Background: an optimization exercise with open tools, aiming at small area. Do not read the settings as production practice. Only simulation tests tie the RTL to the original design; equivalence was not proved. No activity file was given, so power comes from the tool's default toggle rates.

$ cat flow/design.v
module resample_interp #(
    parameter int SYM_WIDTH = 1,
    parameter int INT_WIDTH = 1,
    parameter int DEC_WIDTH = 14,
    parameter int MU_WIDTH  = 8,
    parameter int DEPTH     = 8,
    parameter int CNT_WIDTH = 16,
    localparam int DW = SYM_WIDTH + INT_WIDTH + DEC_WIDTH,
    localparam int LW = $clog2(DEPTH) + 1
) (
    input  logic                 clk,
    input  logic                 rst,
    input  logic                 flush,
    input  logic                 in_valid,
    input  logic [DW-1:0]        in_i,
    input  logic [DW-1:0]        in_q,
    input  logic                 mk,
    input  logic [MU_WIDTH-1:0]  mu,
    input  logic                 mode,
    input  logic                 out_ready,
    output logic                 out_valid,
    output logic [DW-1:0]        out_i,
    output logic [DW-1:0]        out_q,
    output logic [LW-1:0]        fifo_level,
    output logic                 overflow,
    output logic [CNT_WIDTH-1:0] sym_cnt
);
    localparam int AW = $clog2(DEPTH);
    localparam logic [DW-1:0] SGN = DW'(1) << (DW - 1);
    logic                 strobe;
    logic                 x_zero;
    logic [DW-1:0]        x_i, x_q;
    logic                 s1_valid, s2_valid, s3_valid;
    logic [DW-1:0]        s1_a_i, s1_a_q;
    logic [MU_WIDTH-1:0]  s1_mu;
    logic [DW-1:0]        s2_y_i, s2_y_q, s3_y_i, s3_y_q;
    logic [DW-1:0]        y_i, y_q;
    logic [DW-1:0]        mem_i [DEPTH];
    logic [DW-1:0]        mem_q [DEPTH];
    logic [AW-1:0]        wr_ptr, rd_ptr;
    logic                 full, pop, wr_ok;
    assign strobe = in_valid && mk;
    always_ff @(posedge clk or posedge rst) begin
        if (rst) begin
            x_zero   <= 1'b1;
            s1_valid <= 1'b0;
            s2_valid <= 1'b0;
            s3_valid <= 1'b0;
        end else if (flush) begin
            x_zero   <= 1'b1;
            s1_valid <= 1'b0;
            s2_valid <= 1'b0;
            s3_valid <= 1'b0;
        end else begin
            if (in_valid) x_zero <= 1'b0;
            s1_valid <= strobe;
            s2_valid <= s1_valid;
            s3_valid <= s2_valid;
        end
    end
    always_ff @(posedge clk) begin
        if (in_valid) begin
            x_i <= in_i ^ SGN;
            x_q <= in_q ^ SGN;
        end
        s1_a_i <= !mode ? in_i ^ SGN : x_zero ? SGN : x_i;
        s1_a_q <= !mode ? in_q ^ SGN : x_zero ? SGN : x_q;
        s1_mu  <= mu;
        s2_y_i <= y_i ^ SGN;
        s2_y_q <= y_q ^ SGN;
        s3_y_i <= s2_y_i;
        s3_y_q <= s2_y_q;
    end
    logic [15:0] ari_1;
    logic [15:0] ari_2;
    logic [15:0] ari_3;
    logic [15:0] ari_4;
    logic [15:0] ari_5;
    logic [15:0] ari_6;
    logic [15:0] ari_7;
    logic [15:0] ari_8;
    logic ari_9;
    logic ari_10;
    logic ari_11;
    logic ari_12;
    logic ari_13;
    logic ari_14;
    logic ari_15;
    logic ari_16;
    logic ari_17;
    logic ari_18;
    logic ari_19;
    logic ari_20;
    logic ari_21;
    logic ari_22;
    logic ari_23;
    logic ari_24;
    logic ari_25;
    logic ari_26;
    logic ari_27;
    logic ari_28;
    logic ari_29;
    logic ari_30;
    logic ari_31;
    logic ari_32;
    logic ari_33;
    logic ari_34;
    logic ari_35;
    logic ari_36;
    logic ari_37;
    logic ari_38;
    logic ari_39;
    logic ari_40;
    logic ari_41;
    logic ari_42;
    logic ari_43;
    logic ari_44;
    logic ari_45;
    logic ari_46;
    logic ari_47;
    logic ari_48;
    logic ari_49;
    logic ari_50;
    logic ari_51;
    logic ari_52;
    logic ari_53;
    logic ari_54;
    logic ari_55;
    logic ari_56;
    logic ari_57;
    logic ari_58;
    logic ari_59;
    logic ari_60;
    logic ari_61;
    logic ari_62;
    logic ari_63;
    logic ari_64;
    logic ari_65;
    logic ari_66;
    logic ari_67;
    logic ari_68;
    logic ari_69;
    logic ari_70;
    logic ari_71;
    logic ari_72;
    logic ari_73;
    logic ari_74;
    logic ari_75;
    logic ari_76;
    logic ari_77;
    logic ari_78;
    logic ari_79;
    logic ari_80;
    logic ari_81;
    logic ari_82;
    logic ari_83;
    logic ari_84;
    logic ari_85;
    logic ari_86;
    logic ari_87;
    logic ari_88;
    logic ari_89;
    logic ari_90;
    logic ari_91;
    logic ari_92;
    logic ari_93;
    logic ari_94;
    logic ari_95;
    logic ari_96;
    logic ari_97;
    logic ari_98;
    logic ari_99;
    logic ari_100;
    logic ari_101;
    logic ari_102;
    logic ari_103;
    logic ari_104;
    logic ari_105;
    logic ari_106;
    logic ari_107;
    logic ari_108;
    logic ari_109;
    logic ari_110;
    logic ari_111;
    logic ari_112;
    logic ari_113;
    logic ari_114;
    logic ari_115;
    logic ari_116;
    logic ari_117;
    logic ari_118;
    logic ari_119;
    logic ari_120;
    logic ari_121;
    logic ari_122;
    logic ari_123;
    logic ari_124;
    logic ari_125;
    logic ari_126;
    logic ari_127;
    logic ari_128;
    logic ari_129;
    logic ari_130;
    logic ari_131;
    logic ari_132;
    logic ari_133;
    logic ari_134;
    logic ari_135;
    logic ari_136;
    logic ari_137;
    logic ari_138;
    logic ari_139;
    logic ari_140;
    logic ari_141;
    logic ari_142;
    logic ari_143;
    logic ari_144;
    logic ari_145;
    logic ari_146;
    logic ari_147;
    logic ari_148;
    logic ari_149;
    logic ari_150;
    logic ari_151;
    logic ari_152;
    logic ari_153;
    logic ari_154;
    logic ari_155;
    logic ari_156;
    logic ari_157;
    logic ari_158;
    logic ari_159;
    logic ari_160;
    logic ari_161;
    logic ari_162;
    logic ari_163;
    logic ari_164;
    logic ari_165;
    logic ari_166;
    logic ari_167;
    logic ari_168;
    logic ari_169;
    logic ari_170;
    logic ari_171;
    logic ari_172;
    logic ari_173;
    logic ari_174;
    logic ari_175;
    logic ari_176;
    logic ari_177;
    logic ari_178;
    logic ari_179;
    logic ari_180;
    logic ari_181;
    logic ari_182;
    logic ari_183;
    logic ari_184;
    logic ari_185;
    logic ari_186;
    logic ari_187;
    logic ari_188;
    logic ari_189;
    logic ari_190;
    logic ari_191;
    logic ari_192;
    logic ari_193;
    logic ari_194;
    logic ari_195;
    logic ari_196;
    logic ari_197;
    logic ari_198;
    logic ari_199;
    logic ari_200;
    logic ari_201;
    logic ari_202;
    logic ari_203;
    logic ari_204;
    logic ari_205;
    logic ari_206;
    logic ari_207;
    logic ari_208;
    logic ari_209;
    logic ari_210;
    logic ari_211;
    logic ari_212;
    logic ari_213;
    logic ari_214;
    logic ari_215;
    logic ari_216;
    logic ari_217;
    logic ari_218;
    logic ari_219;
    logic ari_220;
    logic ari_221;
    logic ari_222;
    logic ari_223;
    logic ari_224;
    logic ari_225;
    logic ari_226;
    logic ari_227;
    logic ari_228;
    logic ari_229;
    logic ari_230;
    logic ari_231;
    logic ari_232;
    logic ari_233;
    logic ari_234;
    logic ari_235;
    logic ari_236;
    logic ari_237;
    logic ari_238;
    logic ari_239;
    logic ari_240;
    logic ari_241;
    logic ari_242;
    logic ari_243;
    logic ari_244;
    logic ari_245;
    logic ari_246;
    logic ari_247;
    logic ari_248;
    logic ari_249;
    logic ari_250;
    logic ari_251;
    logic ari_252;
    logic ari_253;
    logic ari_254;
    logic ari_255;
    logic ari_256;
    logic ari_257;
    logic ari_258;
    logic ari_259;
    logic ari_260;
    logic ari_261;
    logic ari_262;
    logic ari_263;
    logic ari_264;
    logic ari_265;
    logic ari_266;
    logic ari_267;
    logic ari_268;
    logic ari_269;
    logic ari_270;
    logic ari_271;
    logic ari_272;
    logic ari_273;
    logic ari_274;
    logic ari_275;
    logic ari_276;
    logic ari_277;
    logic ari_278;
    logic ari_279;
    logic ari_280;
    logic ari_281;
    logic ari_282;
    logic ari_283;
    logic ari_284;
    logic ari_285;
    logic ari_286;
    logic ari_287;
    logic ari_288;
    logic ari_289;
    logic ari_290;
    logic ari_291;
    logic ari_292;
    logic ari_293;
    logic ari_294;
    logic ari_295;
    logic ari_296;
    logic ari_297;
    logic ari_298;
    logic ari_299;
    logic ari_300;
    logic ari_301;
    logic ari_302;
    logic ari_303;
    logic ari_304;
    logic ari_305;
    logic ari_306;
    logic ari_307;
    logic ari_308;
    logic ari_309;
    logic ari_310;
    logic ari_311;
    logic ari_312;
    logic ari_313;
    logic ari_314;
    logic ari_315;
    logic ari_316;
    logic ari_317;
    logic ari_318;
    logic ari_319;
    logic ari_320;
    logic ari_321;
    logic ari_322;
    assign ari_1 = ~(s1_mu[0] ? x_i : s1_a_i);
    assign ari_2 = ~(s1_mu[1] ? x_i : s1_a_i);
    assign ari_3 = ~(s1_mu[2] ? x_i : s1_a_i);
    assign ari_4 = ~(s1_mu[3] ? x_i : s1_a_i);
    assign ari_5 = ~(s1_mu[4] ? x_i : s1_a_i);
    assign ari_6 = ~(s1_mu[5] ? x_i : s1_a_i);
    assign ari_7 = ~(s1_mu[6] ? x_i : s1_a_i);
    assign ari_8 = ~(s1_mu[7] ? x_i : s1_a_i);
    ri_ha u_ari_9 (~s1_a_i[7], ari_1[7], ari_9, ari_10);
    assign ari_11 = ~(~s1_a_i[1] ^ ari_1[1]);
    assign ari_12 = ~s1_a_i[1] | ari_1[1];
    ri_fa u_ari_13 (~s1_a_i[2], ari_1[2], ari_2[1], ari_13, ari_14);
    assign ari_15 = ~(ari_3[0] ^ ari_12);
    assign ari_16 = ari_3[0] | ari_12;
    ri_fa u_ari_17 (~s1_a_i[3], ari_1[3], ari_2[2], ari_17, ari_18);
    ri_fa u_ari_19 (ari_3[1], ari_4[0], ari_14, ari_19, ari_20);
    assign ari_21 = ~(ari_16 ^ ari_17);
    assign ari_22 = ari_16 | ari_17;
    ri_fa u_ari_23 (~s1_a_i[4], ari_1[4], ari_2[3], ari_23, ari_24);
    ri_fa u_ari_25 (ari_3[2], ari_4[1], ari_5[0], ari_25, ari_26);
    ri_fa u_ari_27 (ari_18, ari_23, ari_25, ari_27, ari_28);
    assign ari_29 = ~(ari_22 ^ ari_20);
    assign ari_30 = ari_22 | ari_20;
    ri_fa u_ari_31 (~s1_a_i[5], ari_1[5], ari_2[4], ari_31, ari_32);
    ri_fa u_ari_33 (ari_3[3], ari_4[2], ari_5[1], ari_33, ari_34);
    ri_fa u_ari_35 (ari_6[0], ari_24, ari_26, ari_35, ari_36);
    ri_fa u_ari_37 (ari_31, ari_33, ari_28, ari_37, ari_38);
    assign ari_39 = ~(ari_35 ^ ari_30);
    assign ari_40 = ari_35 | ari_30;
    ri_fa u_ari_41 (~s1_a_i[6], ari_1[6], ari_2[5], ari_41, ari_42);
    ri_fa u_ari_43 (ari_3[4], ari_4[3], ari_5[2], ari_43, ari_44);
    ri_fa u_ari_45 (ari_6[1], ari_7[0], ari_32, ari_45, ari_46);
    ri_fa u_ari_47 (ari_34, ari_41, ari_43, ari_47, ari_48);
    ri_fa u_ari_49 (ari_36, ari_45, ari_47, ari_49, ari_50);
    assign ari_51 = ~(ari_38 ^ ari_40);
    assign ari_52 = ari_38 | ari_40;
    ri_fa u_ari_53 (ari_2[6], ari_3[5], ari_4[4], ari_53, ari_54);
    ri_fa u_ari_55 (ari_5[3], ari_6[2], ari_7[1], ari_55, ari_56);
    ri_fa u_ari_57 (ari_8[0], ari_9, ari_42, ari_57, ari_58);
    ri_fa u_ari_59 (ari_44, ari_53, ari_55, ari_59, ari_60);
    ri_fa u_ari_61 (ari_46, ari_48, ari_57, ari_61, ari_62);
    ri_fa u_ari_63 (ari_59, ari_50, ari_61, ari_63, ari_64);
    ri_fa u_ari_65 (~s1_a_i[8], ari_1[8], ari_2[7], ari_65, ari_66);
    ri_fa u_ari_67 (ari_3[6], ari_4[5], ari_5[4], ari_67, ari_68);
    ri_fa u_ari_69 (ari_6[3], ari_7[2], ari_8[1], ari_69, ari_70);
    ri_fa u_ari_71 (ari_10, ari_54, ari_56, ari_71, ari_72);
    ri_fa u_ari_73 (ari_65, ari_67, ari_69, ari_73, ari_74);
    ri_fa u_ari_75 (ari_58, ari_60, ari_71, ari_75, ari_76);
    ri_fa u_ari_77 (ari_73, ari_62, ari_75, ari_77, ari_78);
    ri_fa u_ari_79 (~s1_a_i[9], ari_1[9], ari_2[8], ari_79, ari_80);
    ri_fa u_ari_81 (ari_3[7], ari_4[6], ari_5[5], ari_81, ari_82);
    ri_fa u_ari_83 (ari_6[4], ari_7[3], ari_8[2], ari_83, ari_84);
    ri_fa u_ari_85 (ari_66, ari_68, ari_70, ari_85, ari_86);
    ri_fa u_ari_87 (ari_79, ari_81, ari_83, ari_87, ari_88);
    ri_fa u_ari_89 (ari_72, ari_74, ari_85, ari_89, ari_90);
    ri_fa u_ari_91 (ari_87, ari_76, ari_89, ari_91, ari_92);
    ri_fa u_ari_93 (~s1_a_i[10], ari_1[10], ari_2[9], ari_93, ari_94);
    ri_fa u_ari_95 (ari_3[8], ari_4[7], ari_5[6], ari_95, ari_96);
    ri_fa u_ari_97 (ari_6[5], ari_7[4], ari_8[3], ari_97, ari_98);
    ri_fa u_ari_99 (ari_80, ari_82, ari_84, ari_99, ari_100);
    ri_fa u_ari_101 (ari_93, ari_95, ari_97, ari_101, ari_102);
    ri_fa u_ari_103 (ari_86, ari_88, ari_99, ari_103, ari_104);
    ri_fa u_ari_105 (ari_101, ari_90, ari_103, ari_105, ari_106);
    ri_fa u_ari_107 (~s1_a_i[11], ari_1[11], ari_2[10], ari_107, ari_108);
    ri_fa u_ari_109 (ari_3[9], ari_4[8], ari_5[7], ari_109, ari_110);
    ri_fa u_ari_111 (ari_6[6], ari_7[5], ari_8[4], ari_111, ari_112);
    ri_fa u_ari_113 (ari_94, ari_96, ari_98, ari_113, ari_114);
    ri_fa u_ari_115 (ari_107, ari_109, ari_111, ari_115, ari_116);
    ri_fa u_ari_117 (ari_100, ari_102, ari_113, ari_117, ari_118);
    ri_fa u_ari_119 (ari_115, ari_104, ari_117, ari_119, ari_120);
    ri_fa u_ari_121 (~s1_a_i[12], ari_1[12], ari_2[11], ari_121, ari_122);
    ri_fa u_ari_123 (ari_3[10], ari_4[9], ari_5[8], ari_123, ari_124);
    ri_fa u_ari_125 (ari_6[7], ari_7[6], ari_8[5], ari_125, ari_126);
    ri_fa u_ari_127 (ari_108, ari_110, ari_112, ari_127, ari_128);
    ri_fa u_ari_129 (ari_121, ari_123, ari_125, ari_129, ari_130);
    ri_fa u_ari_131 (ari_114, ari_116, ari_127, ari_131, ari_132);
    ri_fa u_ari_133 (ari_129, ari_118, ari_131, ari_133, ari_134);
    ri_fa u_ari_135 (~s1_a_i[13], ari_1[13], ari_2[12], ari_135, ari_136);
    ri_fa u_ari_137 (ari_3[11], ari_4[10], ari_5[9], ari_137, ari_138);
    ri_fa u_ari_139 (ari_6[8], ari_7[7], ari_8[6], ari_139, ari_140);
    ri_fa u_ari_141 (ari_122, ari_124, ari_126, ari_141, ari_142);
    ri_fa u_ari_143 (ari_135, ari_137, ari_139, ari_143, ari_144);
    ri_fa u_ari_145 (ari_128, ari_130, ari_141, ari_145, ari_146);
    ri_fa u_ari_147 (ari_143, ari_132, ari_145, ari_147, ari_148);
    ri_fa u_ari_149 (~s1_a_i[14], ari_1[14], ari_2[13], ari_149, ari_150);
    ri_fa u_ari_151 (ari_3[12], ari_4[11], ari_5[10], ari_151, ari_152);
    ri_fa u_ari_153 (ari_6[9], ari_7[8], ari_8[7], ari_153, ari_154);
    ri_fa u_ari_155 (ari_136, ari_138, ari_140, ari_155, ari_156);
    ri_fa u_ari_157 (ari_149, ari_151, ari_153, ari_157, ari_158);
    ri_fa u_ari_159 (ari_142, ari_144, ari_155, ari_159, ari_160);
    ri_fa u_ari_161 (ari_157, ari_146, ari_159, ari_161, ari_162);
    ri_fa u_ari_163 (~s1_a_i[15], ari_1[15], ari_2[14], ari_163, ari_164);
    ri_fa u_ari_165 (ari_3[13], ari_4[12], ari_5[11], ari_165, ari_166);
    ri_fa u_ari_167 (ari_6[10], ari_7[9], ari_8[8], ari_167, ari_168);
    ri_fa u_ari_169 (ari_150, ari_152, ari_154, ari_169, ari_170);
    ri_fa u_ari_171 (ari_163, ari_165, ari_167, ari_171, ari_172);
    ri_fa u_ari_173 (ari_156, ari_158, ari_169, ari_173, ari_174);
    ri_fa u_ari_175 (ari_171, ari_160, ari_173, ari_175, ari_176);
    ri_fa u_ari_177 (ari_2[15], ari_3[14], ari_4[13], ari_177, ari_178);
    ri_fa u_ari_179 (ari_5[12], ari_6[11], ari_7[10], ari_179, ari_180);
    ri_fa u_ari_181 (ari_8[9], ari_164, ari_166, ari_181, ari_182);
    ri_fa u_ari_183 (ari_168, ari_177, ari_179, ari_183, ari_184);
    ri_fa u_ari_185 (ari_170, ari_172, ari_181, ari_185, ari_186);
    ri_fa u_ari_187 (ari_183, ari_174, ari_185, ari_187, ari_188);
    ri_fa u_ari_189 (ari_3[15], ari_4[14], ari_5[13], ari_189, ari_190);
    ri_fa u_ari_191 (ari_6[12], ari_7[11], ari_8[10], ari_191, ari_192);
    ri_fa u_ari_193 (ari_178, ari_180, ari_189, ari_193, ari_194);
    ri_fa u_ari_195 (ari_191, ari_182, ari_184, ari_195, ari_196);
    ri_fa u_ari_197 (ari_193, ari_186, ari_195, ari_197, ari_198);
    ri_fa u_ari_199 (ari_4[15], ari_5[14], ari_6[13], ari_199, ari_200);
    ri_fa u_ari_201 (ari_7[12], ari_8[11], ari_190, ari_201, ari_202);
    ri_fa u_ari_203 (ari_192, ari_199, ari_194, ari_203, ari_204);
    ri_fa u_ari_205 (ari_201, ari_196, ari_203, ari_205, ari_206);
    ri_fa u_ari_207 (ari_5[15], ari_6[14], ari_7[13], ari_207, ari_208);
    ri_fa u_ari_209 (ari_8[12], ari_200, ari_207, ari_209, ari_210);
    ri_fa u_ari_211 (ari_202, ari_209, ari_204, ari_211, ari_212);
    ri_fa u_ari_213 (ari_6[15], ari_7[14], ari_8[13], ari_213, ari_214);
    ri_fa u_ari_215 (ari_208, ari_213, ari_210, ari_215, ari_216);
    ri_fa u_ari_217 (ari_7[15], ari_8[14], ari_214, ari_217, ari_218);
    assign ari_219 = ~s1_a_i[0] | ari_1[0];
    ri_maj u_ari_220 (ari_2[0], ari_11, ari_219, ari_220);
    ri_maj u_ari_221 (ari_13, ari_15, ari_220, ari_221);
    ri_maj u_ari_222 (ari_21, ari_19, ari_221, ari_222);
    ri_maj u_ari_223 (ari_27, ari_29, ari_222, ari_223);
    ri_maj u_ari_224 (ari_39, ari_37, ari_223, ari_224);
    ri_maj u_ari_225 (ari_49, ari_51, ari_224, ari_225);
    ri_maj u_ari_226 (ari_52, ari_63, ari_225, ari_226);
    ri_ha u_ari_227 (ari_64, ari_77, ari_227, ari_228);
    ri_ha u_ari_229 (ari_78, ari_91, ari_229, ari_230);
    ri_ha u_ari_231 (ari_92, ari_105, ari_231, ari_232);
    ri_ha u_ari_233 (ari_106, ari_119, ari_233, ari_234);
    ri_ha u_ari_235 (ari_120, ari_133, ari_235, ari_236);
    ri_ha u_ari_237 (ari_134, ari_147, ari_237, ari_238);
    ri_ha u_ari_239 (ari_148, ari_161, ari_239, ari_240);
    ri_ha u_ari_241 (ari_162, ari_175, ari_241, ari_242);
    ri_ha u_ari_243 (ari_176, ari_187, ari_243, ari_244);
    ri_ha u_ari_245 (ari_188, ari_197, ari_245, ari_246);
    ri_ha u_ari_247 (ari_198, ari_205, ari_247, ari_248);
    ri_ha u_ari_249 (ari_206, ari_211, ari_249, ari_250);
    ri_ha u_ari_251 (ari_215, ari_212, ari_251, ari_252);
    ri_ha u_ari_253 (ari_217, ari_216, ari_253, ari_254);
    ri_ha u_ari_255 (ari_8[15], ari_218, ari_255, ari_256);
    assign ari_257 = ari_228 | (ari_227 & ari_226);
    assign ari_258 = ari_230 | (ari_229 & ari_257);
    assign ari_259 = ari_234 | (ari_233 & ari_232);
    assign ari_260 = ari_233 & ari_231;
    assign ari_261 = ari_238 | (ari_237 & ari_236);
    assign ari_262 = ari_237 & ari_235;
    assign ari_263 = ari_242 | (ari_241 & ari_240);
    assign ari_264 = ari_241 & ari_239;
    assign ari_265 = ari_246 | (ari_245 & ari_244);
    assign ari_266 = ari_245 & ari_243;
    assign ari_267 = ari_250 | (ari_249 & ari_248);
    assign ari_268 = ari_249 & ari_247;
    assign ari_269 = ari_254 | (ari_253 & ari_252);
    assign ari_270 = ari_253 & ari_251;
    assign ari_271 = 1'b0 | (1'b0 & ari_256);
    assign ari_272 = 1'b0 & ari_255;
    assign ari_273 = ari_232 | (ari_231 & ari_258);
    assign ari_274 = ari_259 | (ari_260 & ari_258);
    assign ari_275 = ari_240 | (ari_239 & ari_261);
    assign ari_276 = ari_239 & ari_262;
    assign ari_277 = ari_263 | (ari_264 & ari_261);
    assign ari_278 = ari_264 & ari_262;
    assign ari_279 = ari_248 | (ari_247 & ari_265);
    assign ari_280 = ari_247 & ari_266;
    assign ari_281 = ari_267 | (ari_268 & ari_265);
    assign ari_282 = ari_268 & ari_266;
    assign ari_283 = ari_256 | (ari_255 & ari_269);
    assign ari_284 = ari_255 & ari_270;
    assign ari_285 = ari_271 | (ari_272 & ari_269);
    assign ari_286 = ari_272 & ari_270;
    assign ari_287 = ari_236 | (ari_235 & ari_274);
    assign ari_288 = ari_261 | (ari_262 & ari_274);
    assign ari_289 = ari_275 | (ari_276 & ari_274);
    assign ari_290 = ari_277 | (ari_278 & ari_274);
    assign ari_291 = ari_252 | (ari_251 & ari_281);
    assign ari_292 = ari_251 & ari_282;
    assign ari_293 = ari_269 | (ari_270 & ari_281);
    assign ari_294 = ari_270 & ari_282;
    assign ari_295 = ari_283 | (ari_284 & ari_281);
    assign ari_296 = ari_284 & ari_282;
    assign ari_297 = ari_285 | (ari_286 & ari_281);
    assign ari_298 = ari_286 & ari_282;
    assign ari_299 = ari_244 | (ari_243 & ari_290);
    assign ari_300 = ari_265 | (ari_266 & ari_290);
    assign ari_301 = ari_279 | (ari_280 & ari_290);
    assign ari_302 = ari_281 | (ari_282 & ari_290);
    assign ari_303 = ari_291 | (ari_292 & ari_290);
    assign ari_304 = ari_293 | (ari_294 & ari_290);
    assign ari_305 = ari_295 | (ari_296 & ari_290);
    assign ari_306 = ari_297 | (ari_298 & ari_290);
    assign ari_307 = ari_227 ^ ari_226;
    assign ari_308 = ari_229 ^ ari_257;
    assign ari_309 = ari_231 ^ ari_258;
    assign ari_310 = ari_233 ^ ari_273;
    assign ari_311 = ari_235 ^ ari_274;
    assign ari_312 = ari_237 ^ ari_287;
    assign ari_313 = ari_239 ^ ari_288;
    assign ari_314 = ari_241 ^ ari_289;
    assign ari_315 = ari_243 ^ ari_290;
    assign ari_316 = ari_245 ^ ari_299;
    assign ari_317 = ari_247 ^ ari_300;
    assign ari_318 = ari_249 ^ ari_301;
    assign ari_319 = ari_251 ^ ari_302;
    assign ari_320 = ari_253 ^ ari_303;
    assign ari_321 = ari_255 ^ ari_304;
    assign ari_322 = 1'b0 ^ ari_305;
    assign y_i = ~{ari_322, ari_321, ari_320, ari_319, ari_318, ari_317, ari_316, ari_315, ari_314, ari_313, ari_312, ari_311, ari_310, ari_309, ari_308, ari_307};
    logic [15:0] arq_1;
    logic [15:0] arq_2;
    logic [15:0] arq_3;
    logic [15:0] arq_4;
    logic [15:0] arq_5;
    logic [15:0] arq_6;
    logic [15:0] arq_7;
    logic [15:0] arq_8;
    logic arq_9;
    logic arq_10;
    logic arq_11;
    logic arq_12;
    logic arq_13;
    logic arq_14;
    logic arq_15;
    logic arq_16;
    logic arq_17;
    logic arq_18;
    logic arq_19;
    logic arq_20;
    logic arq_21;
    logic arq_22;
    logic arq_23;
    logic arq_24;
    logic arq_25;
    logic arq_26;
    logic arq_27;
    logic arq_28;
    logic arq_29;
    logic arq_30;
    logic arq_31;
    logic arq_32;
    logic arq_33;
    logic arq_34;
    logic arq_35;
    logic arq_36;
    logic arq_37;
    logic arq_38;
    logic arq_39;
    logic arq_40;
    logic arq_41;
    logic arq_42;
    logic arq_43;
    logic arq_44;
    logic arq_45;
    logic arq_46;
    logic arq_47;
    logic arq_48;
    logic arq_49;
    logic arq_50;
    logic arq_51;
    logic arq_52;
    logic arq_53;
    logic arq_54;
    logic arq_55;
    logic arq_56;
    logic arq_57;
    logic arq_58;
    logic arq_59;
    logic arq_60;
    logic arq_61;
    logic arq_62;
    logic arq_63;
    logic arq_64;
    logic arq_65;
    logic arq_66;
    logic arq_67;
    logic arq_68;
    logic arq_69;
    logic arq_70;
    logic arq_71;
    logic arq_72;
    logic arq_73;
    logic arq_74;
    logic arq_75;
    logic arq_76;
    logic arq_77;
    logic arq_78;
    logic arq_79;
    logic arq_80;
    logic arq_81;
    logic arq_82;
    logic arq_83;
    logic arq_84;
    logic arq_85;
    logic arq_86;
    logic arq_87;
    logic arq_88;
    logic arq_89;
    logic arq_90;
    logic arq_91;
    logic arq_92;
    logic arq_93;
    logic arq_94;
    logic arq_95;
    logic arq_96;
    logic arq_97;
    logic arq_98;
    logic arq_99;
    logic arq_100;
    logic arq_101;
    logic arq_102;
    logic arq_103;
    logic arq_104;
    logic arq_105;
    logic arq_106;
    logic arq_107;
    logic arq_108;
    logic arq_109;
    logic arq_110;
    logic arq_111;
    logic arq_112;
    logic arq_113;
    logic arq_114;
    logic arq_115;
    logic arq_116;
    logic arq_117;
    logic arq_118;
    logic arq_119;
    logic arq_120;
    logic arq_121;
    logic arq_122;
    logic arq_123;
    logic arq_124;
    logic arq_125;
    logic arq_126;
    logic arq_127;
    logic arq_128;
    logic arq_129;
    logic arq_130;
    logic arq_131;
    logic arq_132;
    logic arq_133;
    logic arq_134;
    logic arq_135;
    logic arq_136;
    logic arq_137;
    logic arq_138;
    logic arq_139;
    logic arq_140;
    logic arq_141;
    logic arq_142;
    logic arq_143;
    logic arq_144;
    logic arq_145;
    logic arq_146;
    logic arq_147;
    logic arq_148;
    logic arq_149;
    logic arq_150;
    logic arq_151;
    logic arq_152;
    logic arq_153;
    logic arq_154;
    logic arq_155;
    logic arq_156;
    logic arq_157;
    logic arq_158;
    logic arq_159;
    logic arq_160;
    logic arq_161;
    logic arq_162;
    logic arq_163;
    logic arq_164;
    logic arq_165;
    logic arq_166;
    logic arq_167;
    logic arq_168;
    logic arq_169;
    logic arq_170;
    logic arq_171;
    logic arq_172;
    logic arq_173;
    logic arq_174;
    logic arq_175;
    logic arq_176;
    logic arq_177;
    logic arq_178;
    logic arq_179;
    logic arq_180;
    logic arq_181;
    logic arq_182;
    logic arq_183;
    logic arq_184;
    logic arq_185;
    logic arq_186;
    logic arq_187;
    logic arq_188;
    logic arq_189;
    logic arq_190;
    logic arq_191;
    logic arq_192;
    logic arq_193;
    logic arq_194;
    logic arq_195;
    logic arq_196;
    logic arq_197;
    logic arq_198;
    logic arq_199;
    logic arq_200;
    logic arq_201;
    logic arq_202;
    logic arq_203;
    logic arq_204;
    logic arq_205;
    logic arq_206;
    logic arq_207;
    logic arq_208;
    logic arq_209;
    logic arq_210;
    logic arq_211;
    logic arq_212;
    logic arq_213;
    logic arq_214;
    logic arq_215;
    logic arq_216;
    logic arq_217;
    logic arq_218;
    logic arq_219;
    logic arq_220;
    logic arq_221;
    logic arq_222;
    logic arq_223;
    logic arq_224;
    logic arq_225;
    logic arq_226;
    logic arq_227;
    logic arq_228;
    logic arq_229;
    logic arq_230;
    logic arq_231;
    logic arq_232;
    logic arq_233;
    logic arq_234;
    logic arq_235;
    logic arq_236;
    logic arq_237;
    logic arq_238;
    logic arq_239;
    logic arq_240;
    logic arq_241;
    logic arq_242;
    logic arq_243;
    logic arq_244;
    logic arq_245;
    logic arq_246;
    logic arq_247;
    logic arq_248;
    logic arq_249;
    logic arq_250;
    logic arq_251;
    logic arq_252;
    logic arq_253;
    logic arq_254;
    logic arq_255;
    logic arq_256;
    logic arq_257;
    logic arq_258;
    logic arq_259;
    logic arq_260;
    logic arq_261;
    logic arq_262;
    logic arq_263;
    logic arq_264;
    logic arq_265;
    logic arq_266;
    logic arq_267;
    logic arq_268;
    logic arq_269;
    logic arq_270;
    logic arq_271;
    logic arq_272;
    logic arq_273;
    logic arq_274;
    logic arq_275;
    logic arq_276;
    logic arq_277;
    logic arq_278;
    logic arq_279;
    logic arq_280;
    logic arq_281;
    logic arq_282;
    logic arq_283;
    logic arq_284;
    logic arq_285;
    logic arq_286;
    logic arq_287;
    logic arq_288;
    logic arq_289;
    logic arq_290;
    logic arq_291;
    logic arq_292;
    logic arq_293;
    logic arq_294;
    logic arq_295;
    logic arq_296;
    logic arq_297;
    logic arq_298;
    logic arq_299;
    logic arq_300;
    logic arq_301;
    logic arq_302;
    logic arq_303;
    logic arq_304;
    logic arq_305;
    logic arq_306;
    logic arq_307;
    logic arq_308;
    logic arq_309;
    logic arq_310;
    logic arq_311;
    logic arq_312;
    logic arq_313;
    logic arq_314;
    logic arq_315;
    logic arq_316;
    logic arq_317;
    logic arq_318;
    logic arq_319;
    logic arq_320;
    logic arq_321;
    logic arq_322;
    assign arq_1 = ~(s1_mu[0] ? x_q : s1_a_q);
    assign arq_2 = ~(s1_mu[1] ? x_q : s1_a_q);
    assign arq_3 = ~(s1_mu[2] ? x_q : s1_a_q);
    assign arq_4 = ~(s1_mu[3] ? x_q : s1_a_q);
    assign arq_5 = ~(s1_mu[4] ? x_q : s1_a_q);
    assign arq_6 = ~(s1_mu[5] ? x_q : s1_a_q);
    assign arq_7 = ~(s1_mu[6] ? x_q : s1_a_q);
    assign arq_8 = ~(s1_mu[7] ? x_q : s1_a_q);
    ri_ha u_arq_9 (~s1_a_q[7], arq_1[7], arq_9, arq_10);
    assign arq_11 = ~(~s1_a_q[1] ^ arq_1[1]);
    assign arq_12 = ~s1_a_q[1] | arq_1[1];
    ri_fa u_arq_13 (~s1_a_q[2], arq_1[2], arq_2[1], arq_13, arq_14);
    assign arq_15 = ~(arq_3[0] ^ arq_12);
    assign arq_16 = arq_3[0] | arq_12;
    ri_fa u_arq_17 (~s1_a_q[3], arq_1[3], arq_2[2], arq_17, arq_18);
    ri_fa u_arq_19 (arq_3[1], arq_4[0], arq_14, arq_19, arq_20);
    assign arq_21 = ~(arq_16 ^ arq_17);
    assign arq_22 = arq_16 | arq_17;
    ri_fa u_arq_23 (~s1_a_q[4], arq_1[4], arq_2[3], arq_23, arq_24);
    ri_fa u_arq_25 (arq_3[2], arq_4[1], arq_5[0], arq_25, arq_26);
    ri_fa u_arq_27 (arq_18, arq_23, arq_25, arq_27, arq_28);
    assign arq_29 = ~(arq_22 ^ arq_20);
    assign arq_30 = arq_22 | arq_20;
    ri_fa u_arq_31 (~s1_a_q[5], arq_1[5], arq_2[4], arq_31, arq_32);
    ri_fa u_arq_33 (arq_3[3], arq_4[2], arq_5[1], arq_33, arq_34);
    ri_fa u_arq_35 (arq_6[0], arq_24, arq_26, arq_35, arq_36);
    ri_fa u_arq_37 (arq_31, arq_33, arq_28, arq_37, arq_38);
    assign arq_39 = ~(arq_35 ^ arq_30);
    assign arq_40 = arq_35 | arq_30;
    ri_fa u_arq_41 (~s1_a_q[6], arq_1[6], arq_2[5], arq_41, arq_42);
    ri_fa u_arq_43 (arq_3[4], arq_4[3], arq_5[2], arq_43, arq_44);
    ri_fa u_arq_45 (arq_6[1], arq_7[0], arq_32, arq_45, arq_46);
    ri_fa u_arq_47 (arq_34, arq_41, arq_43, arq_47, arq_48);
    ri_fa u_arq_49 (arq_36, arq_45, arq_47, arq_49, arq_50);
    assign arq_51 = ~(arq_38 ^ arq_40);
    assign arq_52 = arq_38 | arq_40;
    ri_fa u_arq_53 (arq_2[6], arq_3[5], arq_4[4], arq_53, arq_54);
    ri_fa u_arq_55 (arq_5[3], arq_6[2], arq_7[1], arq_55, arq_56);
    ri_fa u_arq_57 (arq_8[0], arq_9, arq_42, arq_57, arq_58);
    ri_fa u_arq_59 (arq_44, arq_53, arq_55, arq_59, arq_60);
    ri_fa u_arq_61 (arq_46, arq_48, arq_57, arq_61, arq_62);
    ri_fa u_arq_63 (arq_59, arq_50, arq_61, arq_63, arq_64);
    ri_fa u_arq_65 (~s1_a_q[8], arq_1[8], arq_2[7], arq_65, arq_66);
    ri_fa u_arq_67 (arq_3[6], arq_4[5], arq_5[4], arq_67, arq_68);
    ri_fa u_arq_69 (arq_6[3], arq_7[2], arq_8[1], arq_69, arq_70);
    ri_fa u_arq_71 (arq_10, arq_54, arq_56, arq_71, arq_72);
    ri_fa u_arq_73 (arq_65, arq_67, arq_69, arq_73, arq_74);
    ri_fa u_arq_75 (arq_58, arq_60, arq_71, arq_75, arq_76);
    ri_fa u_arq_77 (arq_73, arq_62, arq_75, arq_77, arq_78);
    ri_fa u_arq_79 (~s1_a_q[9], arq_1[9], arq_2[8], arq_79, arq_80);
    ri_fa u_arq_81 (arq_3[7], arq_4[6], arq_5[5], arq_81, arq_82);
    ri_fa u_arq_83 (arq_6[4], arq_7[3], arq_8[2], arq_83, arq_84);
    ri_fa u_arq_85 (arq_66, arq_68, arq_70, arq_85, arq_86);
    ri_fa u_arq_87 (arq_79, arq_81, arq_83, arq_87, arq_88);
    ri_fa u_arq_89 (arq_72, arq_74, arq_85, arq_89, arq_90);
    ri_fa u_arq_91 (arq_87, arq_76, arq_89, arq_91, arq_92);
    ri_fa u_arq_93 (~s1_a_q[10], arq_1[10], arq_2[9], arq_93, arq_94);
    ri_fa u_arq_95 (arq_3[8], arq_4[7], arq_5[6], arq_95, arq_96);
    ri_fa u_arq_97 (arq_6[5], arq_7[4], arq_8[3], arq_97, arq_98);
    ri_fa u_arq_99 (arq_80, arq_82, arq_84, arq_99, arq_100);
    ri_fa u_arq_101 (arq_93, arq_95, arq_97, arq_101, arq_102);
    ri_fa u_arq_103 (arq_86, arq_88, arq_99, arq_103, arq_104);
    ri_fa u_arq_105 (arq_101, arq_90, arq_103, arq_105, arq_106);
    ri_fa u_arq_107 (~s1_a_q[11], arq_1[11], arq_2[10], arq_107, arq_108);
    ri_fa u_arq_109 (arq_3[9], arq_4[8], arq_5[7], arq_109, arq_110);
    ri_fa u_arq_111 (arq_6[6], arq_7[5], arq_8[4], arq_111, arq_112);
    ri_fa u_arq_113 (arq_94, arq_96, arq_98, arq_113, arq_114);
    ri_fa u_arq_115 (arq_107, arq_109, arq_111, arq_115, arq_116);
    ri_fa u_arq_117 (arq_100, arq_102, arq_113, arq_117, arq_118);
    ri_fa u_arq_119 (arq_115, arq_104, arq_117, arq_119, arq_120);
    ri_fa u_arq_121 (~s1_a_q[12], arq_1[12], arq_2[11], arq_121, arq_122);
    ri_fa u_arq_123 (arq_3[10], arq_4[9], arq_5[8], arq_123, arq_124);
    ri_fa u_arq_125 (arq_6[7], arq_7[6], arq_8[5], arq_125, arq_126);
    ri_fa u_arq_127 (arq_108, arq_110, arq_112, arq_127, arq_128);
    ri_fa u_arq_129 (arq_121, arq_123, arq_125, arq_129, arq_130);
    ri_fa u_arq_131 (arq_114, arq_116, arq_127, arq_131, arq_132);
    ri_fa u_arq_133 (arq_129, arq_118, arq_131, arq_133, arq_134);
    ri_fa u_arq_135 (~s1_a_q[13], arq_1[13], arq_2[12], arq_135, arq_136);
    ri_fa u_arq_137 (arq_3[11], arq_4[10], arq_5[9], arq_137, arq_138);
    ri_fa u_arq_139 (arq_6[8], arq_7[7], arq_8[6], arq_139, arq_140);
    ri_fa u_arq_141 (arq_122, arq_124, arq_126, arq_141, arq_142);
    ri_fa u_arq_143 (arq_135, arq_137, arq_139, arq_143, arq_144);
    ri_fa u_arq_145 (arq_128, arq_130, arq_141, arq_145, arq_146);
    ri_fa u_arq_147 (arq_143, arq_132, arq_145, arq_147, arq_148);
    ri_fa u_arq_149 (~s1_a_q[14], arq_1[14], arq_2[13], arq_149, arq_150);
    ri_fa u_arq_151 (arq_3[12], arq_4[11], arq_5[10], arq_151, arq_152);
    ri_fa u_arq_153 (arq_6[9], arq_7[8], arq_8[7], arq_153, arq_154);
    ri_fa u_arq_155 (arq_136, arq_138, arq_140, arq_155, arq_156);
    ri_fa u_arq_157 (arq_149, arq_151, arq_153, arq_157, arq_158);
    ri_fa u_arq_159 (arq_142, arq_144, arq_155, arq_159, arq_160);
    ri_fa u_arq_161 (arq_157, arq_146, arq_159, arq_161, arq_162);
    ri_fa u_arq_163 (~s1_a_q[15], arq_1[15], arq_2[14], arq_163, arq_164);
    ri_fa u_arq_165 (arq_3[13], arq_4[12], arq_5[11], arq_165, arq_166);
    ri_fa u_arq_167 (arq_6[10], arq_7[9], arq_8[8], arq_167, arq_168);
    ri_fa u_arq_169 (arq_150, arq_152, arq_154, arq_169, arq_170);
    ri_fa u_arq_171 (arq_163, arq_165, arq_167, arq_171, arq_172);
    ri_fa u_arq_173 (arq_156, arq_158, arq_169, arq_173, arq_174);
    ri_fa u_arq_175 (arq_171, arq_160, arq_173, arq_175, arq_176);
    ri_fa u_arq_177 (arq_2[15], arq_3[14], arq_4[13], arq_177, arq_178);
    ri_fa u_arq_179 (arq_5[12], arq_6[11], arq_7[10], arq_179, arq_180);
    ri_fa u_arq_181 (arq_8[9], arq_164, arq_166, arq_181, arq_182);
    ri_fa u_arq_183 (arq_168, arq_177, arq_179, arq_183, arq_184);
    ri_fa u_arq_185 (arq_170, arq_172, arq_181, arq_185, arq_186);
    ri_fa u_arq_187 (arq_183, arq_174, arq_185, arq_187, arq_188);
    ri_fa u_arq_189 (arq_3[15], arq_4[14], arq_5[13], arq_189, arq_190);
    ri_fa u_arq_191 (arq_6[12], arq_7[11], arq_8[10], arq_191, arq_192);
    ri_fa u_arq_193 (arq_178, arq_180, arq_189, arq_193, arq_194);
    ri_fa u_arq_195 (arq_191, arq_182, arq_184, arq_195, arq_196);
    ri_fa u_arq_197 (arq_193, arq_186, arq_195, arq_197, arq_198);
    ri_fa u_arq_199 (arq_4[15], arq_5[14], arq_6[13], arq_199, arq_200);
    ri_fa u_arq_201 (arq_7[12], arq_8[11], arq_190, arq_201, arq_202);
    ri_fa u_arq_203 (arq_192, arq_199, arq_194, arq_203, arq_204);
    ri_fa u_arq_205 (arq_201, arq_196, arq_203, arq_205, arq_206);
    ri_fa u_arq_207 (arq_5[15], arq_6[14], arq_7[13], arq_207, arq_208);
    ri_fa u_arq_209 (arq_8[12], arq_200, arq_207, arq_209, arq_210);
    ri_fa u_arq_211 (arq_202, arq_209, arq_204, arq_211, arq_212);
    ri_fa u_arq_213 (arq_6[15], arq_7[14], arq_8[13], arq_213, arq_214);
    ri_fa u_arq_215 (arq_208, arq_213, arq_210, arq_215, arq_216);
    ri_fa u_arq_217 (arq_7[15], arq_8[14], arq_214, arq_217, arq_218);
    assign arq_219 = ~s1_a_q[0] | arq_1[0];
    ri_maj u_arq_220 (arq_2[0], arq_11, arq_219, arq_220);
    ri_maj u_arq_221 (arq_13, arq_15, arq_220, arq_221);
    ri_maj u_arq_222 (arq_21, arq_19, arq_221, arq_222);
    ri_maj u_arq_223 (arq_27, arq_29, arq_222, arq_223);
    ri_maj u_arq_224 (arq_39, arq_37, arq_223, arq_224);
    ri_maj u_arq_225 (arq_49, arq_51, arq_224, arq_225);
    ri_maj u_arq_226 (arq_52, arq_63, arq_225, arq_226);
    ri_ha u_arq_227 (arq_64, arq_77, arq_227, arq_228);
    ri_ha u_arq_229 (arq_78, arq_91, arq_229, arq_230);
    ri_ha u_arq_231 (arq_92, arq_105, arq_231, arq_232);
    ri_ha u_arq_233 (arq_106, arq_119, arq_233, arq_234);
    ri_ha u_arq_235 (arq_120, arq_133, arq_235, arq_236);
    ri_ha u_arq_237 (arq_134, arq_147, arq_237, arq_238);
    ri_ha u_arq_239 (arq_148, arq_161, arq_239, arq_240);
    ri_ha u_arq_241 (arq_162, arq_175, arq_241, arq_242);
    ri_ha u_arq_243 (arq_176, arq_187, arq_243, arq_244);
    ri_ha u_arq_245 (arq_188, arq_197, arq_245, arq_246);
    ri_ha u_arq_247 (arq_198, arq_205, arq_247, arq_248);
    ri_ha u_arq_249 (arq_206, arq_211, arq_249, arq_250);
    ri_ha u_arq_251 (arq_215, arq_212, arq_251, arq_252);
    ri_ha u_arq_253 (arq_217, arq_216, arq_253, arq_254);
    ri_ha u_arq_255 (arq_8[15], arq_218, arq_255, arq_256);
    assign arq_257 = arq_228 | (arq_227 & arq_226);
    assign arq_258 = arq_230 | (arq_229 & arq_257);
    assign arq_259 = arq_234 | (arq_233 & arq_232);
    assign arq_260 = arq_233 & arq_231;
    assign arq_261 = arq_238 | (arq_237 & arq_236);
    assign arq_262 = arq_237 & arq_235;
    assign arq_263 = arq_242 | (arq_241 & arq_240);
    assign arq_264 = arq_241 & arq_239;
    assign arq_265 = arq_246 | (arq_245 & arq_244);
    assign arq_266 = arq_245 & arq_243;
    assign arq_267 = arq_250 | (arq_249 & arq_248);
    assign arq_268 = arq_249 & arq_247;
    assign arq_269 = arq_254 | (arq_253 & arq_252);
    assign arq_270 = arq_253 & arq_251;
    assign arq_271 = 1'b0 | (1'b0 & arq_256);
    assign arq_272 = 1'b0 & arq_255;
    assign arq_273 = arq_232 | (arq_231 & arq_258);
    assign arq_274 = arq_259 | (arq_260 & arq_258);
    assign arq_275 = arq_240 | (arq_239 & arq_261);
    assign arq_276 = arq_239 & arq_262;
    assign arq_277 = arq_263 | (arq_264 & arq_261);
    assign arq_278 = arq_264 & arq_262;
    assign arq_279 = arq_248 | (arq_247 & arq_265);
    assign arq_280 = arq_247 & arq_266;
    assign arq_281 = arq_267 | (arq_268 & arq_265);
    assign arq_282 = arq_268 & arq_266;
    assign arq_283 = arq_256 | (arq_255 & arq_269);
    assign arq_284 = arq_255 & arq_270;
    assign arq_285 = arq_271 | (arq_272 & arq_269);
    assign arq_286 = arq_272 & arq_270;
    assign arq_287 = arq_236 | (arq_235 & arq_274);
    assign arq_288 = arq_261 | (arq_262 & arq_274);
    assign arq_289 = arq_275 | (arq_276 & arq_274);
    assign arq_290 = arq_277 | (arq_278 & arq_274);
    assign arq_291 = arq_252 | (arq_251 & arq_281);
    assign arq_292 = arq_251 & arq_282;
    assign arq_293 = arq_269 | (arq_270 & arq_281);
    assign arq_294 = arq_270 & arq_282;
    assign arq_295 = arq_283 | (arq_284 & arq_281);
    assign arq_296 = arq_284 & arq_282;
    assign arq_297 = arq_285 | (arq_286 & arq_281);
    assign arq_298 = arq_286 & arq_282;
    assign arq_299 = arq_244 | (arq_243 & arq_290);
    assign arq_300 = arq_265 | (arq_266 & arq_290);
    assign arq_301 = arq_279 | (arq_280 & arq_290);
    assign arq_302 = arq_281 | (arq_282 & arq_290);
    assign arq_303 = arq_291 | (arq_292 & arq_290);
    assign arq_304 = arq_293 | (arq_294 & arq_290);
    assign arq_305 = arq_295 | (arq_296 & arq_290);
    assign arq_306 = arq_297 | (arq_298 & arq_290);
    assign arq_307 = arq_227 ^ arq_226;
    assign arq_308 = arq_229 ^ arq_257;
    assign arq_309 = arq_231 ^ arq_258;
    assign arq_310 = arq_233 ^ arq_273;
    assign arq_311 = arq_235 ^ arq_274;
    assign arq_312 = arq_237 ^ arq_287;
    assign arq_313 = arq_239 ^ arq_288;
    assign arq_314 = arq_241 ^ arq_289;
    assign arq_315 = arq_243 ^ arq_290;
    assign arq_316 = arq_245 ^ arq_299;
    assign arq_317 = arq_247 ^ arq_300;
    assign arq_318 = arq_249 ^ arq_301;
    assign arq_319 = arq_251 ^ arq_302;
    assign arq_320 = arq_253 ^ arq_303;
    assign arq_321 = arq_255 ^ arq_304;
    assign arq_322 = 1'b0 ^ arq_305;
    assign y_q = ~{arq_322, arq_321, arq_320, arq_319, arq_318, arq_317, arq_316, arq_315, arq_314, arq_313, arq_312, arq_311, arq_310, arq_309, arq_308, arq_307};
    assign wr_ptr    = rd_ptr + fifo_level[AW-1:0];
    assign full      = fifo_level == LW'(DEPTH);
    assign out_valid = fifo_level != '0;
    assign pop       = out_valid && out_ready;
    assign wr_ok     = s3_valid && (!full || pop);
    always_comb begin
        out_i = '0;
        out_q = '0;
        for (int k = 0; k < DEPTH; k++) begin
            if (out_valid && rd_ptr == AW'(k)) begin
                out_i = out_i | mem_i[k];
                out_q = out_q | mem_q[k];
            end
        end
    end
    always_ff @(posedge clk) begin
        if (!full || pop) begin
            mem_i[wr_ptr] <= s3_y_i;
            mem_q[wr_ptr] <= s3_y_q;
        end
    end
    always_ff @(posedge clk or posedge rst) begin
        if (rst) begin
            rd_ptr     <= '0;
            fifo_level <= '0;
            overflow   <= 1'b0;
            sym_cnt    <= '0;
        end else if (flush) begin
            rd_ptr     <= '0;
            fifo_level <= '0;
            overflow   <= 1'b0;
            sym_cnt    <= '0;
        end else begin
            if (wr_ok) begin
                sym_cnt <= sym_cnt + CNT_WIDTH'(1);
            end
            if (pop) begin
                rd_ptr <= rd_ptr + AW'(1);
            end
            case ({wr_ok, pop})
                2'b10:   fifo_level <= fifo_level + LW'(1);
                2'b01:   fifo_level <= fifo_level - LW'(1);
                default: fifo_level <= fifo_level;
            endcase
            if (s3_valid && !wr_ok) begin
                overflow <= 1'b1;
            end
        end
    end
endmodule
module ri_fa (
    input  logic a, b, c,
    output logic s, co
);
    assign s  = a ^ b ^ c;
    assign co = (a & b) | (c & (a ^ b));
endmodule
module ri_maj (
    input  logic a, b, c,
    output logic co
);
    assign co = (a & b) | (a & c) | (b & c);
endmodule
module ri_ao (
    input  logic gh, ph, gl,
    output logic g
);
    assign g = gh | (ph & gl);
endmodule
module ri_and (
    input  logic a, b,
    output logic y
);
    assign y = a & b;
endmodule
module ri_xor (
    input  logic a, b,
    output logic y
);
    assign y = a ^ b;
endmodule
module ri_ha (
    input  logic a, b,
    output logic s, co
);
    assign s  = a ^ b;
    assign co = a & b;
endmodule
$ cat flow/flow/run.sh
#!/bin/bash
# Layout flow: the standard ORFS flow (standard.sh, synthesis unchanged)
# with two changes to the layout steps:
#   * port buffers use the smallest buffer (buf_1) instead of the resizer's
#     default choice; every input and output port still gets a buffer;
#   * clock tree synthesis runs without dummy loads and builds the tree from
#     clkbuf_8 cells with sink clusters of at most 20 flip-flops.
# Each tool's full output is in orfs/logs/ (one log per step); make's own
# output goes to flow_make.log in the work folder.
set -euo pipefail
export BUFFER_PORTS_ARGS="-buffer_cell sky130_fd_sc_hd__buf_1"
export CTS_ARGS="-sink_clustering_enable -repair_clock_nets -dont_use_dummy_load -buf_list sky130_fd_sc_hd__clkbuf_4 -sink_clustering_size 11 -sink_clustering_max_diameter 38"
bash standard.sh > flow_make.log 2>&1
$ cat flow/standard.sh
#!/bin/bash
# synth_recipe.tcl (not shown) runs the flow's synth.tcl, then flattens the netlist and writes it again
# the make line also repeats each setting of config.mk as NAME=value (left out here)
make -C /OpenROAD-flow-scripts/flow DESIGN_CONFIG=/design/flow/config.mk WORK_HOME=/design/flow/orfs CLKGATE_MAP_FILE= SYNTH_SCRIPT=/design/flow/synth_recipe.tcl "${@:-finish}"
$ cat flow/config.mk
export PLATFORM = sky130hd
export DESIGN_NAME = resample_interp
export DESIGN_NICKNAME = resample_interp
export VERILOG_FILES = /design/flow/design.v
export SDC_FILE = /design/flow/constraint.sdc
export NUM_CORES = 4
export LEC_CHECK = 0
export CAP_MARGIN = 20
export CORE_MARGIN = 2
export CORE_UTILIZATION = 65
export PLACE_DENSITY = 0.75
export SLEW_MARGIN = 20
export SYNTH_HIERARCHICAL = 1
export SYNTH_MINIMUM_KEEP_SIZE = 0
$ cat flow/constraint.sdc
create_clock -name core_clock -period 6.0 [get_ports {clk}]
set_input_delay 1.2000 -clock core_clock [delete_from_list [all_inputs] [get_ports {clk}]]
set_output_delay 1.2000 -clock core_clock [all_outputs]
set_load 0.01 [all_outputs]
==> impl_metrics.json, run 1 <==
{
  "status": "complete, no violations",
  "synthArstFlopShare_pct": 6.667,
  "cp_max_fo": 9,
  "finalMaxSlewViolations": 0,
  "fp.coreArea_um2": 34540,
  "synth.distinct_cells": 56,
  "seq_area_um2": 11440,
  "grt_pass1_wl_mm": 74.75,
  "stdcell_count": 2123,
  "netlist.top_cell.by_area": "edfxtp_1",
  "drv_cap": 0,
  "grt_max_degree": 63,
  "synth_edf_count": 288,
  "cts.htree.levels": 2,
  "postRouteAntennaNets": 0,
  "final_util_pct": 68.86,
  "initial_core_util_pct": 66.05,
  "setup_viol": 0,
  "die_y_um": 191.3,
  "viasPerCell": 6.194,
  "crit_type": "register to register",
  "worstMarginPinSlew_ps": 1029,
  "nets": 1977,
  "die_w_um": 191.3,
  "fillCellCount": 2434,
  "synth_nets": 1936,
  "finalCriticalPeriod_ps": 5383,
  "dr.pass1.iters": 8,
  "cts.clk_slew.worst_paths_ps": 110,
  "hold_depth": 0,
  "period_share_pct": 89.72,
  "place.gp.congestion": 0.8685,
  "p_int_mw": 7.595,
  "powerDensity_nw_per_um2": 536.6,
  "fin_worst_skew_ps": 59.66,
  "root_buffer": "clkbuf_4",
  "reg2reg_from": "x_q[1]",
  "rsz0062_at_grt": "no",
  "area.growth.synth_to_final_pct": 4.267,
  "seq_area_frac_synth_pct": 50.11,
  "required_ps": 6580,
  "synth_seq_cells": 420,
  "drive_above_1_share_pct": 8.043,
  "cp-start-kind": "register",
  "dp.cells": 2073,
  "crit_path_end_kind": "register",
  "ys_top_cells_by_area": "edfxtp_1 (38%), fa_1 (17%), mux2i_1 (11%), dfxtp_1 (9.1%), ha_1 (3.5%)",
  "p_clk_share_pct": 9.2,
  "yosysWarnings": 7,
  "detail_route.wl_per_cell_um": 22.13,
  "synth.cell_area_um2": 22810,
  "syn_area_per_cell_um2": 14.02,
  "p_seq_share_pct": 37.2,
  "relSlewSlack_pct": 31.38,
  "clk_latency_ps": 740,
  "r2r-end": "s2_y_q[15]",
  "hold_end": "s3_y_i[6]",
  "max_freq_mhz": 185.8,
  "ioPinCount": 101,
  "grt_pass1_vias": 13531,
  "r2r_cells": 18,
  "ir_drop_v": 0.0003624,
  "swShare_pct": 40.50,
  "rows": 68,
  "grt_overflow": 0,
  "final_hold_viol_count": 0,
  "cts_setup_buffers": 0,
  "cts_tree": "yes",
  "dieArea_um2": 36610,
  "hp-class": "register to register",
  "io_buffers": 100,
  "vias": 13150,
  "min_from": "s2_y_i[6]",
  "netlist_instances": 1627,
  "r2r_slack_ps": 620,
  "clkSinkCount": 420,
  "hpwl_mm": 31.39,
  "switchingPower_mw": 5.170,
  "grt_use_total_pct": 26.62,
  "drcViolationCount": 0,
  "yosys.area.top_type_share_pct": 37.91,
  "multi_input_area_um2": 10410,
  "totalWireLength_mm": 46.99,
  "postCtsHoldBufs": 0,
  "cts_made_buffers": 48,
  "combPwrFrac_pct": 53.5,
  "crit_arrival_ps": 5960,
  "p_leak_nw": 9.240,
  "ys.flop_type": "edfxtp_1",
  "post_cts_resized": 0,
  "antenna_found_initial": 2,
  "drt_iter0_markers": 1234,
  "clockBufferDepth": 3,
  "tns_ps": 0
}
## cells in the final DEF (no fill, tap or decap), types with 3 or more instances in the layout
cell / instances
edfxtp_1: 288
mux2i_1: 256
fa_1: 198
inv_1: 108
buf_1: 98
dfxtp_1: 96
a222oi_1: 64
ha_1: 64
o21ai_0: 48
clkbuf_4: 48
nand3_1: 39
nor2_1: 38
nand3b_1: 33
a22oi_1: 32
nand2_1: 29
buf_4: 29
dfrtp_1: 27
xor2_1: 19
a21oi_1: 19
maj3_2: 14
xnor2_1: 11
nand4_1: 9
dfxtp_2: 8
nor3_1: 6
nor2b_1: 5
or3_1: 5
or2_2: 5
and3_2: 5
a21boi_0: 4
nor3_2: 4
nor2_4: 4
mux2_2: 4
a211oi_1: 3
a21o_1: 3
o211ai_1: 3
and3_1: 3
nand2b_1: 3
## metrics by stage
stage	total power, mW	setup slack, ps	area (um^2)	hold slack [ps]
6_report	12.77	616.5	23790	302.8
5_1_grt	14.00	371.2	23790	296.7
4_1_cts	12.86	615.5	23780	297.9
3_5_place_dp	11.65	635.1	23420	312.1
3_3_place_gp	11.43	733.7	23420	311.3
2_1_floorplan	9.821	637.6	22810	309.6
## cell usage after synthesis (5+ instances only)
cell      number
o21ai_0       48
dfrtp_1       27
inv_1        109
nor2b_1        5
nor2_1        42
buf_1         25
clkbuf_1      91
nor3_1        10
ha_1          64
a21oi_1       19
maj3_2        14
xnor2_1       11
buf_2         10
or2_2          5
nand3_1       39
xor2_1        19
buf_6         12
nand3b_1      33
or3_1          5
edfxtp_1     288
a222oi_1      64
dfxtp_1      104
a22oi_1       32
fa_1         198
nand2_1       29
nand4_1        9
mux2i_1      256
## worst max path at each step
| stage | from | end | slack (ps) |
|---|---|---|---|
| 2_1_floorplan | s1_mu[1] | s2_y_q[15] | 640 |
| 3_3_place_gp | x_q[1] | s2_y_q[15] | 730 |
| 3_5_place_dp | x_q[1] | s2_y_q[15] | 640 |
| 4_1_cts | x_q[1] | s2_y_q[15] | 620 |
| 5_1_grt | x_q[1] | s2_y_q[15] | 370 |
| 6_report | x_q[1] | s2_y_q[15] | 620 |
## final cells by class
type / instances / area share [%]
diodes: 2 / 0.02104
clock buffers: 48 / 1.515
inverters: 109 / 1.720
multi-input cells: 960 / 43.75
flip-flops and latches: 420 / 48.10
well taps: 455 / 2.393
repair buffers: 129 / 2.504
## routing by layer
| layer | vias to the layer above | part of all wire, % | track usage (%) |
|---|---|---|---|
| li1 | 5967 | - | - |
| met1 | 6626 | 45 | 39.62 |
| met2 | 485 | 46 | 41.21 |
| met3 | 72 | 7.5 | 4.920 |
| met4 | 0 | 1.8 | 6.243 |
| met5 | - | 0 | 0 |
## critical path: stages, from the launching register on
cell	delay, ps
edfxtp_1	530
mux2_2	320
ha_1	270
inv_1	40
maj3_2	300
maj3_2	310
maj3_2	310
maj3_2	310
maj3_2	320
maj3_2	310
maj3_2	310
ha_1	190
or2_2	290
ha_1	190
o211ai_1	250
a21oi_1	160
o211a_1	270
or2_2	320
a211o_1	280
## flip-flops by register name (all words and copies together), names as in the netlist, 3 cells and up
| name | cells |
|---|---|
| fifo_level | 4 |
| s2_y_i | 16 |
| mem_q | 128 |
| s3_y_i | 16 |
| rd_ptr | 3 |
| s1_a_q | 16 |
| x_i | 16 |
| mem_i | 128 |
| s3_y_q | 16 |
| s2_y_q | 16 |
| x_q | 16 |
| sym_cnt | 16 |
| s1_mu | 8 |
| s1_a_i | 16 |
## logic make-up after synthesis
kind of cell / after synthesis / share of synthesized area, %
flip-flops: 420 / 50.11
adder cells (fa/ha/maj): 276 / 21.58
multiplexers: 260 / 11.43
buffers and inverters: 247 / 4.514
AND/OR/NAND/NOR: 200 / 4.738
AO/OA/AOI/OAI: 194 / 6.482
XOR/XNOR: 30 / 1.152
## modules after synthesis, one instance, submodules excluded
module           copies in the design  cells
resample_interp                     1   1385
ri_fa                             196      1
ri_ha                              32      1
ri_maj                             14      1
## power by group through the flow
| stage | registers, mW | clock network [mW] | logic (mW) |
|---|---|---|---|
| 5_1_grt | 4.83 | 1.33 | 7.84 |
| 2_1_floorplan | 4.59 | 0 | 5.24 |
| 4_1_cts | 4.74 | 1.22 | 6.89 |
| 3_3_place_gp | 4.75 | 0 | 6.68 |
| 6_report | 4.75 | 1.18 | 6.83 |
| 3_5_place_dp | 4.81 | 0 | 6.84 |
==> run 2, diff against run 1 <==
--- a/flow/flow/run.sh
+++ b/flow/flow/run.sh
@@ -5,5 +5,5 @@
 #     default choice; every input and output port still gets a buffer;
 #   * clock tree synthesis runs without dummy loads and builds the tree from
-#     clkbuf_8 cells with sink clusters of at most 20 flip-flops.
+#     clkbuf_4 cells with sink clusters of at most 11 flip-flops.
 # Each tool's full output is in orfs/logs/ (one log per step); make's own
 # output goes to flow_make.log in the work folder.
==> run 2 against run 1 <==
Still clean. Count of clock-buffer cells in the layout stayed put. Wire length stayed put. Flip-flop and latch count stayed put. Via count stayed put. Worst setup slack stayed put. Critical path depth stayed put. Area after synthesis stayed put. Highest routed layer unchanged. Power stayed put.
==> impl_metrics.json, run 2 <==
{
  "fp.coreArea_um2": 34540,
  "finalCriticalPeriod_ps": 5383,
  "drv_cap": 0,
  "combPwrFrac_pct": 53.5,
  "clockBufferDepth": 3,
  "die_w_um": 191.3,
  "max_freq_mhz": 185.8,
  "grt_use_total_pct": 26.62,
  "detail_route.wl_per_cell_um": 22.13,
  "cts.htree.levels": 2,
  "min_from": "s2_y_i[6]",
  "synth.distinct_cells": 56,
  "crit_type": "register to register",
  "yosysWarnings": 7,
  "tns_ps": 0,
  "fin_worst_skew_ps": 59.66,
  "rsz0062_at_grt": "no",
  "finalMaxSlewViolations": 0,
  "cp-start-kind": "register",
  "place.gp.congestion": 0.8685,
  "r2r-end": "s2_y_q[15]",
  "final_common_cell": "edfxtp_1",
  "swShare_pct": 40.50,
  "p_leak_nw": 9.240,
  "relSlewSlack_pct": 31.38,
  "grt_pass1_vias": 13531,
  "required_ps": 6580,
  "seq_area_frac_synth_pct": 50.11,
  "netlist_instances": 1627,
  "r2r_cells": 18,
  "die_y_um": 191.3,
  "vias": 13150,
  "synth_edf_count": 288,
  "ys_top_cells_by_area": "edfxtp_1 (38%), fa_1 (17%), mux2i_1 (11%), dfxtp_1 (9.1%), ha_1 (3.5%)",
  "viasPerCell": 6.194,
  "p_seq_share_pct": 37.2,
  "final_util_pct": 68.86,
  "ioPinCount": 101,
  "cts_setup_buffers": 0,
  "top_regs": "mem_i (128), mem_q (128)",
  "clk_latency_ps": 740,
  "synth.cell_area_um2": 22810,
  "startpoint": "x_q[1]",
  "hp-class": "register to register",
  "cts_made_buffers": 48,
  "setup_viol": 0,
  "status": "complete, no violations",
  "crit_arrival_ps": 5960,
  "grt_pass1_wl_mm": 74.75,
  "final_cell_mix": "edfxtp_1 (288), mux2i_1 (256), fa_1 (198), inv_1 (108), buf_1 (98)",
  "area.growth.synth_to_final_pct": 4.267,
  "worstMarginPinSlew_ps": 1029,
  "cts_tree": "yes",
  "yosysMostFrequentCell": "edfxtp_1",
  "root_buffer": "clkbuf_4",
  "crit_path_end_kind": "register",
  "cp_max_fo": 9,
  "synthTopCellsByCount": "edfxtp_1 (288), mux2i_1 (256), fa_1 (198)",
  "r2r_slack_ps": 620,
  "synth_seq_cells": 420,
  "post_cts_resized": 0,
  "fillCellCount": 2434,
  "antenna_found_initial": 2,
  "p_int_mw": 7.595,
  "hpwl_mm": 31.39,
  "grt_max_degree": 63,
  "reg2reg_from": "x_q[1]",
  "rows": 68,
  "ir_drop_v": 0.0003624,
  "drt_iter0_markers": 1234,
  "dr.pass1.iters": 8,
  "drive_above_1_share_pct": 8.043,
  "p_clk_share_pct": 9.2,
  "grt_overflow": 0,
  "period_share_pct": 89.72,
  "final_hold_viol_count": 0,
  "yosys.area.top_type_share_pct": 37.91,
  "synth_nets": 1936,
  "drcViolationCount": 0,
  "place_ws_ps": 635.1,
  "postCtsHoldBufs": 0,
  "switchingPower_mw": 5.170,
  "ys.flop_type": "edfxtp_1",
  "netlist.top_cell.by_area": "edfxtp_1",
  "totalWireLength_mm": 46.99,
  "nets": 1977,
  "syn_area_per_cell_um2": 14.02,
  "initial_core_util_pct": 66.05,
  "synthArstFlopShare_pct": 6.667,
  "cts.clk_slew.worst_paths_ps": 110,
  "clkSinkCount": 420,
  "fin_ws_ps": 616.5,
  "dieArea_um2": 36610,
  "powerDensity_nw_per_um2": 536.6,
  "setup.worst_path.end": "s2_y_q[15]",
  "postRouteAntennaNets": 0,
  "io_buffers": 100
}
[run 2: stage by stage]
| stage | cells | hold slack [ps] | power, mW | instance area, um^2 |
|---|---|---|---|---|
| 6_report | 2123 | 302.8 | 12.77 | 23790 |
| 4_1_cts | 2121 | 297.9 | 12.86 | 23780 |
| 5_1_grt | 2123 | 296.7 | 14.00 | 23790 |
| 2_1_floorplan | 1627 | 309.6 | 9.821 | 22810 |
| 3_5_place_dp | 2073 | 312.1 | 11.65 | 23420 |
| 3_3_place_gp | 2073 | 311.3 | 11.43 | 23420 |
[run 2: cell type report]
class / count / area (um^2) / share of cell area, %
inverters: 109 / 409.1 / 1.720
clock buffers: 48 / 360.3 / 1.515
multi-input cells: 960 / 10410 / 43.75
repair buffers: 129 / 595.6 / 2.504
diodes: 2 / 5.005 / 0.02104
well taps: 455 / 569.3 / 2.393
flip-flops and latches: 420 / 11440 / 48.10
[run 2: layer usage]
layer	part of all wire [%]	wire length, um	up-vias	global-route usage (%)
met5	0	0	-	0
li1	-	-	5967	-
met2	46	21580	485	41.21
met3	7.5	3547	72	4.920
met1	45	21000	6626	39.62
met4	1.8	856	0	6.243
[run 2: Yosys stat by module, one instance, submodules excluded]
module / cells inside / flip-flops and latches
resample_interp: 1385 / 420
ri_fa: 1 / 0
ri_maj: 1 / 0
ri_ha: 1 / 0
[run 2: logic make-up after synthesis]
| group | Yosys count | synth area share [%] |
|---|---|---|
| flip-flops | 420 | 50.11 |
| adder cells (fa/ha/maj) | 276 | 21.58 |
| multiplexers | 260 | 11.43 |
| buffers and inverters | 247 | 4.514 |
| AND/OR/NAND/NOR | 200 | 4.738 |
| AO/OA/AOI/OAI | 194 | 6.482 |
| XOR/XNOR | 30 | 1.152 |
[run 2: worst min path at each step]
stage | to | slack, ps | cells after the start
CTS | s3_y_i[6] | 300 | 0
global route | s3_y_i[6] | 300 | 0
floorplan | s3_y_i[0] | 310 | 0
detailed placement | s3_y_i[0] | 310 | 0
finish | s3_y_i[6] | 300 | 0
global placement | s3_y_i[3] | 310 | 0
[run 2: critical path, stage by stage (launching register included)]
cell and delay [ps]:
edfxtp_1 530, mux2_2 320, ha_1 270, inv_1 40
maj3_2 300, maj3_2 310, maj3_2 310, maj3_2 310
maj3_2 320, maj3_2 310, maj3_2 310, ha_1 190
or2_2 290, ha_1 190, o211ai_1 250, a21oi_1 160
o211a_1 270, or2_2 320, a211o_1 280
[run 2: power groups by stage]
stage	combinational [mW]	clock, mW	sequential [mW]
after global placement	6.68	0	4.75
after detailed placement	6.84	0	4.81
after CTS	6.89	1.22	4.74
final	6.83	1.18	4.75
after global routing	7.84	1.33	4.83
after floorplan	5.24	0	4.59

-- separate check: timing with driven ports --
Ports are ideal in the flow. The routed layouts listed here were re-timed in OpenROAD.
Step 1 sets driving cells, clkbuf_16 on the clock port and buf_2 on the other inputs (assumed; they add their load-dependent delay and slew).
Step 2 also shifts input and output timing later by t, the mid clock arrival at the registers, as if the neighbouring blocks saw the same clock.
Three values: ideal, step 1, step 2; two values: the first two.
run	t, ns	slack for setup (ns)	worst hold slack (ns)	slew at the worst register clock pin (ns)	worst data-port slew with drivers (ns)
run 1	0.736	0.617 / 0.617 / 0.617	0.303 / 0.303 / 0.303	0.11 / 0.11	0.07
run 2	0.736	0.617 / 0.617 / 0.617	0.303 / 0.303 / 0.303	0.11 / 0.11	0.07
After both steps setup and hold are still met in every run listed.
